From an optimization exercise on the open Yosys and OpenROAD flow, aimed at small area and a short achievable clock period; shortcuts taken in it are not production practice.
Only the layout flow was run in this run; the RTL was not checked for function there.
Power figures rest on the tool's default switching activity, not on a simulated workload.

--- flow/design.v ---
`timescale 1ns / 1ps
package swz_pkg;
  localparam int FRAC_BITS  = 16;
  localparam int IDX_W      = 12;
  localparam int STEP_W     = 29;
  localparam int SINT_W     = STEP_W - FRAC_BITS;   
  localparam int T4_W       = 11;                   
  localparam int RB_W       = 20;                   
  localparam int OFF_W      = 26;
  localparam int CFG_IDX_W  = 3;
  localparam int CFG_DATA_W = 32;
  localparam logic [CFG_IDX_W-1:0] REG_SOURCE_WIDTH  = 3'd0;
  localparam logic [CFG_IDX_W-1:0] REG_SOURCE_HEIGHT = 3'd1;
  localparam logic [CFG_IDX_W-1:0] REG_OUT_WIDTH     = 3'd2;
  localparam logic [CFG_IDX_W-1:0] REG_OUT_HEIGHT    = 3'd3;
  localparam logic [CFG_IDX_W-1:0] REG_STEP_X        = 3'd4;
  localparam logic [CFG_IDX_W-1:0] REG_STEP_Y        = 3'd5;
  localparam logic [CFG_IDX_W-1:0] REG_HAS_ALPHA     = 3'd6;
  localparam logic [7:0] ALPHA_OPAQUE = 8'd255;
  typedef struct packed {
    logic [IDX_W-1:0]  src_w_m1;
    logic [IDX_W-1:0]  src_h_m1;
    logic [T4_W-1:0]   out_w4m1;
    logic [T4_W-1:0]   out_h4m1;
    logic [STEP_W-1:0] step_x;
    logic [STEP_W-1:0] step_y;
    logic              has_alpha;
  } cfg_t;
endpackage
`timescale 1ns / 1ps
module swz_cfg_regs (
  input  logic          clk,
  input  logic          rst_n,
  input  logic                              cfg_wr_valid,
  output logic                              cfg_wr_ready,
  input  logic [swz_pkg::CFG_IDX_W-1:0]      cfg_wr_index,
  input  logic [swz_pkg::CFG_DATA_W-1:0]     cfg_wr_data,
  output swz_pkg::cfg_t cfg
);
  swz_pkg::cfg_t cfg_r;
  logic [12:0] wr_dim;
  logic [11:0] src_m1;
  logic [10:0] out_4m1;
  assign wr_dim = cfg_wr_data[12:0];
  assign src_m1 = wr_dim[12] ? 12'hFFF :
                  (wr_dim[11:0] == 12'd0) ? 12'd0 : wr_dim[11:0] - 12'd1;
  assign out_4m1 = wr_dim[12] ? 11'd1023 : {1'b0, wr_dim[11:2]} - 11'd1;
  assign cfg_wr_ready = 1'b1;
  assign cfg          = cfg_r;
  always_ff @(posedge clk) begin
    if (!rst_n) begin
      cfg_r.src_w_m1  <= '0;
      cfg_r.src_h_m1  <= '0;
      cfg_r.out_w4m1  <= '1;
      cfg_r.out_h4m1  <= '1;
      cfg_r.step_x    <= swz_pkg::STEP_W'(1 << swz_pkg::FRAC_BITS);
      cfg_r.step_y    <= swz_pkg::STEP_W'(1 << swz_pkg::FRAC_BITS);
      cfg_r.has_alpha <= 1'b0;
    end else if (cfg_wr_valid) begin
      case (cfg_wr_index)
        swz_pkg::REG_SOURCE_WIDTH:  cfg_r.src_w_m1  <= src_m1;
        swz_pkg::REG_SOURCE_HEIGHT: cfg_r.src_h_m1  <= src_m1;
        swz_pkg::REG_OUT_WIDTH:     cfg_r.out_w4m1  <= out_4m1;
        swz_pkg::REG_OUT_HEIGHT:    cfg_r.out_h4m1  <= out_4m1;
        swz_pkg::REG_STEP_X:        cfg_r.step_x    <= cfg_wr_data[swz_pkg::STEP_W-1:0];
        swz_pkg::REG_STEP_Y:        cfg_r.step_y    <= cfg_wr_data[swz_pkg::STEP_W-1:0];
        swz_pkg::REG_HAS_ALPHA:     cfg_r.has_alpha <= cfg_wr_data[0];
        default: ;
      endcase
    end
  end
endmodule
`timescale 1ns / 1ps
module rgba8_tile_swizzle_downscale_unit (
  input  logic       clk,
  input  logic       rst_n,
  input  logic        in_valid,
  output logic        in_ready,
  input  logic [7:0]  in_red,
  input  logic [7:0]  in_green,
  input  logic [7:0]  in_blue,
  input  logic [7:0]  in_alpha,
  output logic        out_valid,
  input  logic        out_ready,
  output logic [25:0] out_byte_offset,
  output logic [7:0]  out_alpha,
  output logic [7:0]  out_red,
  output logic [7:0]  out_green,
  output logic [7:0]  out_blue,
  output logic        out_frame_done,
  input  logic        cfg_valid,
  output logic        cfg_ready,
  input  logic [2:0]  cfg_index,
  input  logic [31:0] cfg_data
);
  localparam int FB = swz_pkg::FRAC_BITS;
  localparam int IW = swz_pkg::IDX_W;
  localparam int DW = swz_pkg::SINT_W;
  localparam int SW = swz_pkg::SINT_W;
  localparam int RW = swz_pkg::RB_W;
  swz_pkg::cfg_t cfg;
  logic [IW-1:0] src_col_r, src_row_r;      
  logic [IW-1:0] col_last_r;                
  logic          col_new_r;                 
  logic [IW-1:0] row_r;                     
  logic [RW-1:0] row_base_r;                
  logic          row_adv_r;                 
  logic          row_clr_r;                 
  logic          col_full_r, row_full_r;    
  logic [FB-1:0] col_frac_r, row_frac_r;    
  logic [DW-1:0] col_dist_r, row_dist_r;    
  logic          col_cy_r, row_cy_r;        
  logic       out_valid_r;
  logic [7:0] out_alpha_r, out_red_r, out_green_r, out_blue_r;
  logic       out_done_r;
  logic in_fire;
  logic row_sel, col_sel, emit;
  logic row_end, frame_end;
  logic col_last, row_last;
  logic [FB:0]   col_frac_sum, row_frac_sum;
  logic [IW-1:0] dst_col, dst_row;          
  logic [RW-1:0] row_base;
  swz_cfg_regs u_cfg (
    .clk    (clk),
    .rst_n  (rst_n),
    .cfg_wr_valid (cfg_valid),
    .cfg_wr_ready (cfg_ready),
    .cfg_wr_index (cfg_index),
    .cfg_wr_data  (cfg_data),
    .cfg    (cfg)
  );
  assign in_ready = !out_valid_r || out_ready;
  assign in_fire  = in_valid && in_ready;
  assign dst_col  = col_new_r ? '0 : col_last_r + 1'b1;
  assign dst_row  = row_clr_r ? '0 : row_adv_r ? row_r + 1'b1 : row_r;
  assign row_base = row_clr_r ? '0 :
                    (row_adv_r && row_r[1:0] == 2'b11) ?
                      row_base_r + RW'(cfg.out_w4m1[9:0]) + 1'b1 : row_base_r;
  assign col_sel   = !col_full_r && !cfg.out_w4m1[10] && (col_dist_r == DW'(!col_cy_r));
  assign row_sel   = !row_full_r && !cfg.out_h4m1[10] && (row_dist_r == DW'(!row_cy_r));
  assign emit      = row_sel && col_sel;
  assign row_end   = src_col_r == cfg.src_w_m1;
  assign frame_end = row_end && (src_row_r == cfg.src_h_m1);
  assign col_last  = !col_new_r && (col_last_r[1:0] == 2'b10) &&
                     (col_last_r[IW-1:2] == cfg.out_w4m1[9:0]);
  assign row_last  = !row_clr_r && (row_r[1:0] == (row_adv_r ? 2'b10 : 2'b11)) &&
                     (row_r[IW-1:2] == cfg.out_h4m1[9:0]);
  assign col_frac_sum = {1'b0, col_frac_r} + {1'b0, cfg.step_x[FB-1:0]};
  assign row_frac_sum = {1'b0, row_frac_r} + {1'b0, cfg.step_y[FB-1:0]};
  always_ff @(posedge clk) begin
    if (!rst_n) begin
      src_col_r  <= '0;
      src_row_r  <= '0;
      col_new_r  <= 1'b1;
      row_r      <= '0;
      row_base_r <= '0;
      row_adv_r  <= 1'b0;
      row_clr_r  <= 1'b0;
      col_full_r <= 1'b0;
      row_full_r <= 1'b0;
      col_frac_r <= '0;
      row_frac_r <= '0;
      col_dist_r <= '0;
      row_dist_r <= '0;
      col_cy_r   <= 1'b1;
      row_cy_r   <= 1'b1;
    end else if (in_fire) begin
      row_r      <= dst_row;
      row_base_r <= row_base;
      row_adv_r  <= 1'b0;
      row_clr_r  <= 1'b0;
      if (col_sel) begin
        col_last_r <= dst_col;
        col_new_r  <= 1'b0;
      end
      if (row_end) begin
        src_col_r  <= '0;
        col_new_r  <= 1'b1;
        col_full_r <= 1'b0;
        col_frac_r <= '0;
        col_dist_r <= '0;
        col_cy_r   <= 1'b1;
        if (frame_end) begin
          src_row_r  <= '0;
          row_clr_r  <= 1'b1;
          row_full_r <= 1'b0;
          row_frac_r <= '0;
          row_dist_r <= '0;
          row_cy_r   <= 1'b1;
        end else begin
          src_row_r <= src_row_r + 1'b1;
          if (row_sel) begin
            row_adv_r  <= 1'b1;
            row_full_r <= row_last;
            row_frac_r <= row_frac_sum[FB-1:0];
            row_dist_r <= cfg.step_y[FB+DW-1:FB];
            row_cy_r   <= row_frac_sum[FB];
          end else begin
            row_dist_r <= row_dist_r - 1'b1;
          end
        end
      end else begin
        src_col_r <= src_col_r + 1'b1;
        if (col_sel) begin
          col_full_r <= col_last;
          col_frac_r <= col_frac_sum[FB-1:0];
          col_dist_r <= cfg.step_x[FB+DW-1:FB];
          col_cy_r   <= col_frac_sum[FB];
        end else begin
          col_dist_r <= col_dist_r - 1'b1;
        end
      end
    end
  end
  always_ff @(posedge clk) begin
    if (!rst_n) begin
      out_valid_r <= 1'b0;
    end else if (in_ready) begin
      out_valid_r <= in_valid && emit;
    end
  end
  always_ff @(posedge clk) begin
    if (in_ready) begin
      out_alpha_r <= cfg.has_alpha ? in_alpha : swz_pkg::ALPHA_OPAQUE;
      out_red_r   <= in_red;
      out_green_r <= in_green;
      out_blue_r  <= in_blue;
      out_done_r  <= col_last && row_last;
    end
  end
  assign out_byte_offset = {row_base_r + RW'(col_last_r[IW-1:2]), 1'b0,
                            row_r[1:0], col_last_r[1:0], 1'b0};
  assign out_valid       = out_valid_r;
  assign out_alpha       = out_alpha_r;
  assign out_red         = out_red_r;
  assign out_green       = out_green_r;
  assign out_blue        = out_blue_r;
  assign out_frame_done  = out_done_r;
endmodule
--- flow/flow/run.sh ---
#!/bin/bash
# Standard ORFS layout (the standard.sh, unchanged synthesis), with the
# port buffers inserted as the smallest plain buffer instead of the default
# delay buffer; timing repair still resizes them where a path needs it.
set -euo pipefail
export BUFFER_PORTS_ARGS="-buffer_cell sky130_fd_sc_hd__buf_1"
bash standard.sh > standard_flow.log 2>&1
--- flow/standard.sh ---
#!/bin/bash
# synth_recipe.tcl (not shown) runs the flow's synth.tcl, then flattens the netlist and writes it again
# the make line also repeats each setting of config.mk as NAME=value (left out here)
make -C /OpenROAD-flow-scripts/flow DESIGN_CONFIG=/design/flow/config.mk WORK_HOME=/design/flow/orfs CLKGATE_MAP_FILE= SYNTH_SCRIPT=/design/flow/synth_recipe.tcl "${@:-finish}"
--- flow/config.mk ---
export PLATFORM = sky130hd
export DESIGN_NAME = rgba8_tile_swizzle_downscale_unit
export DESIGN_NICKNAME = rgba8_tile_swizzle_downscale_unit
export VERILOG_FILES = /design/flow/design.v
export SDC_FILE = /design/flow/constraint.sdc
export NUM_CORES = 4
export LEC_CHECK = 0
export ABC_CLOCK_PERIOD_IN_PS = 2500
export CAP_MARGIN = 20
export CORE_MARGIN = 2
export CORE_UTILIZATION = 55
export CTS_BUF_LIST = sky130_fd_sc_hd__clkbuf_8
export CTS_CLUSTER_DIAMETER = 50
export CTS_CLUSTER_SIZE = 12
export SETUP_SLACK_MARGIN = 2.8
export SLEW_MARGIN = 20
--- flow/constraint.sdc ---
create_clock -name core_clock -period 5.6 [get_ports {clk}]
set_input_delay 1.1200 -clock core_clock [delete_from_list [all_inputs] [get_ports {clk}]]
set_output_delay 1.1200 -clock core_clock [all_outputs]
set_load 0.01 [all_outputs]
==> results.cfg <==
[run_status]
status = complete, no violations

[routing]
drtAntennaViolNets = 0
vias = 11800
wl_per_cell_um = 16.5
drc = 0
vias_per_cell = 5.63
drtIter0Drc = 735
routed_wl_um = 34700
drt_pre_antenna_iters = 6

[timing]
max_slew.worst_pin.slew_ns = 0.870
clock-skew-final_ns = 0.0280
fin_ws_ns = 1.73
min_period_over_period = 0.692
rsz0062_at_grt = true
slew-limit-headroom = 0.419
finalMaxSlewViolations = 0
setup_tns_ns = 0
hold_ws_ns = 0.457
setup_viol = 0
hold_viol_final = 0
max_freq_mhz = 258
timing.final.crit_period_ns = 3.87

[clocking]
clock-root-buffer = clkbuf_8
clkLatencyLatePin_ns = 0.53
clockBufferDepth = 3
cts.sinks = 272
ctsHoldBuffers = 0
cts_max_level = 2
path_clk_slew_ns = 0.07
numCtsBuffers = 36
cts_tree = yes

[floorplanning]
ios = 134
die_w_um = 163
row_count = 58
dieArea_um2 = 26500
core_um2 = 25000
start_util = 0.556
die-height_um = 163

[critical_path]
critPathCaptureType = primary output
crit_type = flip-flop to primary output
cp_max_fo = 4
crit_buf_inv = 1
critPathTopFamily = simple AND/OR/NAND/NOR gates
critical_path_arrival_ns = 2.75
cpPeakStageDelay_ns = 0.45
critPathLaunchType = flip-flop
critPathSlowestCell = edfxtp_1
required_ns = 4.48
crit_chain = ha_4 -> a211oi_2 -> o21bai_1 -> or3_4 -> a311o_1 -> and2_4 -> nand4_1 -> xnor2_2 -> buf_2
r2r_slack_ns = 2.90

[placed_design]
gp_congestion = 0.888
pre_cts_ws_ns = 1.76
port-buffer-count = 127
dpl.hpwl_um = 24100

[synthesis]
syn_avg_cell_area_um2 = 8.47
syn_inst = 1638
synth.most_common_cell = nand2_1
ys_types = 69
synth_edf_count = 45
synth_area_um2 = 13900
ys.flop_type = dfxtp_1
ys_seq_area_frac = 0.425
synth_top_area_share = 0.327
synthTopCellsByCount = nand2_1 (241), dfxtp_1 (227), nor2_1 (171), a21oi_1 (168), xnor2_1 (83)
synth-seq-cells = 272
yosysTopAreaCell = dfxtp_1
yosys-top-cells-area = dfxtp_1 (33%), edfxtp_1 (9.7%), nand2_1 (6.5%)
yosys_warnings = 2
synthArstFlopShare = 0

[power]
leakagePower_nw = 6.10
p_per_area_nw_per_um2 = 280
peakVddDrop_uv = 282

[final_layout]
layout.nets = 1883
syn_to_final_growth_pct = 14.5
utilization = 0.637
layout-drive-gt1-share = 0.104
fillers = 2289

[grt]
grt_pass1_vias = 11200
grt_max_degree = 74
overflow = 0
grt.total_usage = 0.259
grt_pass1_wl_um = 56000
antenna_found_initial = 2

[worst_hold_path]
hp-class = flip-flop to flip-flop

[job]
cap_violations = 0
[registers in the layout (all words and copies together), names as in the netlist, 8 cells and up]
register	flops
row_frac_r	16
col_dist_r	13
row_dist_r	13
row_base_r	20
col_frac_r	16
out_green_r	8
row_r	12
out_red_r	8
u_cfg.cfg_r	105
col_last_r	12
src_row_r	12
src_col_r	12
out_blue_r	8
out_alpha_r	8
[cell families (layout without fill, tap and decap cells)]
group / Yosys count / after routing / synth area share
xor+xnor: 154 / 154 / 0.0972
flops: 272 / 272 / 0.425
fa+ha+maj: 66 / 66 / 0.0617
buf+inv: 123 / 254 / 0.0355
simple gates: 628 / 628 / 0.205
compound gates: 387 / 388 / 0.171
mux: 6 / 6 / 0.00442
other cells: 2 / 4 / 0.000541
[stage by stage]
stage                     power, mW  cell area (µm²)  cells
after floorplan                2.61            14100   1639
after global placement         2.76            14700   2018
after detailed placement       2.77            14700   2018
after CTS                      4.46            15800   2096
after global routing           4.65            15900   2102
final                          4.44            15900   2102
[power breakdown]
part           total (mW)  switching, mW  internal (mW)
logic               0.644          0.414          0.230
registers            2.11         0.0606           2.05
clock network        1.69          0.783          0.905
[cell usage in the layout (no fill, tap or decap), types with 6 or more instances in the layout]
| cell | Yosys | routed |
|---|---|---|
| and3_1 | 11 | 10 |
| o22ai_1 | 6 | 6 |
| a22oi_1 | 16 | 16 |
| and2_1 | 8 | 6 |
| buf_1 | 3 | 103 |
| a211oi_1 | 29 | 28 |
| nand3_1 | 48 | 43 |
| xnor2_1 | 83 | 76 |
| buf_4 | 8 | 23 |
| nor4_1 | 13 | 11 |
| nand4_1 | 22 | 22 |
| o211ai_1 | 28 | 28 |
| a21oi_2 | 0 | 8 |
| xnor2_2 | 0 | 7 |
| or3_1 | 25 | 22 |
| ha_1 | 62 | 58 |
| clkbuf_8 | 0 | 43 |
| inv_1 | 34 | 35 |
| o21a_1 | 9 | 9 |
| o21ai_0 | 64 | 62 |
| a21oi_1 | 168 | 159 |
| a21o_1 | 12 | 12 |
| xor2_1 | 71 | 70 |
| buf_6 | 0 | 7 |
| dfxtp_1 | 227 | 226 |
| buf_2 | 1 | 17 |
| nor2_1 | 171 | 167 |
| nor3_1 | 37 | 32 |
| nor2b_1 | 11 | 9 |
| nor3b_1 | 6 | 6 |
| edfxtp_1 | 45 | 45 |
| nand2_1 | 241 | 235 |
| o2bb2ai_1 | 12 | 12 |
| nand2b_1 | 14 | 14 |
[area by class of cell]
type | count | area [µm²] | share of cell area
clock buffers | 43 | 592 | 0.0372
well taps | 330 | 413 | 0.0260
inverters | 34 | 134 | 0.00843
diodes | 1 | 2.50 | 0.000157
repair buffers | 155 | 758 | 0.0477
clock inverters | 21 | 230 | 0.0145
multi-input cells | 1245 | 7860 | 0.495
repair inverters | 1 | 5.00 | 0.000315
flip-flops and latches | 272 | 5900 | 0.371
[metal layers]
layer | part of all wire | vias to the layer above | global-route usage
li1 | - | 5978 | -
met1 | 0.46 | 5536 | 0.351
met2 | 0.47 | 271 | 0.435
met3 | 0.057 | 49 | 0.0413
met4 | 0.019 | 2 | 0.0648
met5 | 0.00038 | - | 0
[worst paths after layout]
path / end / start / cells past startpoint
min: row_dist_r[9]$_SDFFE_PN0P_ / row_dist_r[9]$_SDFFE_PN0P_ / 1
max: out_byte_offset[25] / col_last_r[3]$_SDFFCE_PP0P_ / 9
max reg2reg: row_full_r$_SDFFE_PN0P_ / row_dist_r[6]$_SDFFE_PN0P_ / 8
min reg2reg: row_dist_r[9]$_SDFFE_PN0P_ / row_dist_r[9]$_SDFFE_PN0P_ / 1
[what timing repair did]
item,4_1_cts,5_1_grt
resized for setup,47,20
pin swaps,10,8
buffers inserted,13,3
gates cloned,1,1
setup endpoints to repair,106,50
[worst reg2reg max path, cell delays in order (launching register included)]
cell and delay, ns:
dfxtp_1 0.36, or4_1 0.64, or3_4 0.40, nor3_4 0.21, buf_8 0.23, nand2b_1 0.14, nor2_2 0.37, a22oi_1 0.16
nor2_1 0.11

## afterwards: timing with drivers on the ports
In the flow no input, the clock included, has a driving cell. The finished layout below was timed again as built, in two steps. Step 1 sets driving cells, clkbuf_16 on the clock port and buf_2 on the other inputs (assumed; they add their load-dependent delay and slew). Step 2 times the ports against the registers' clock, not the clock port: input delays grow and output delays shrink by t, the midpoint of the rising clock arrivals with the driver on. Three values: ideal, step 1, step 2; two values: the first two.
t (ns): 0.570
slack for setup (ns): 1.727 / 1.681 / 2.251
worst hold slack (ns): 0.457 / 0.457 / 0.457
worst setup path after step 2: register to output
After both steps setup and hold are still met in this run. For this run, drivers alone change the setup slack by -0.046 ns; drivers and shift together by +0.524 ns.
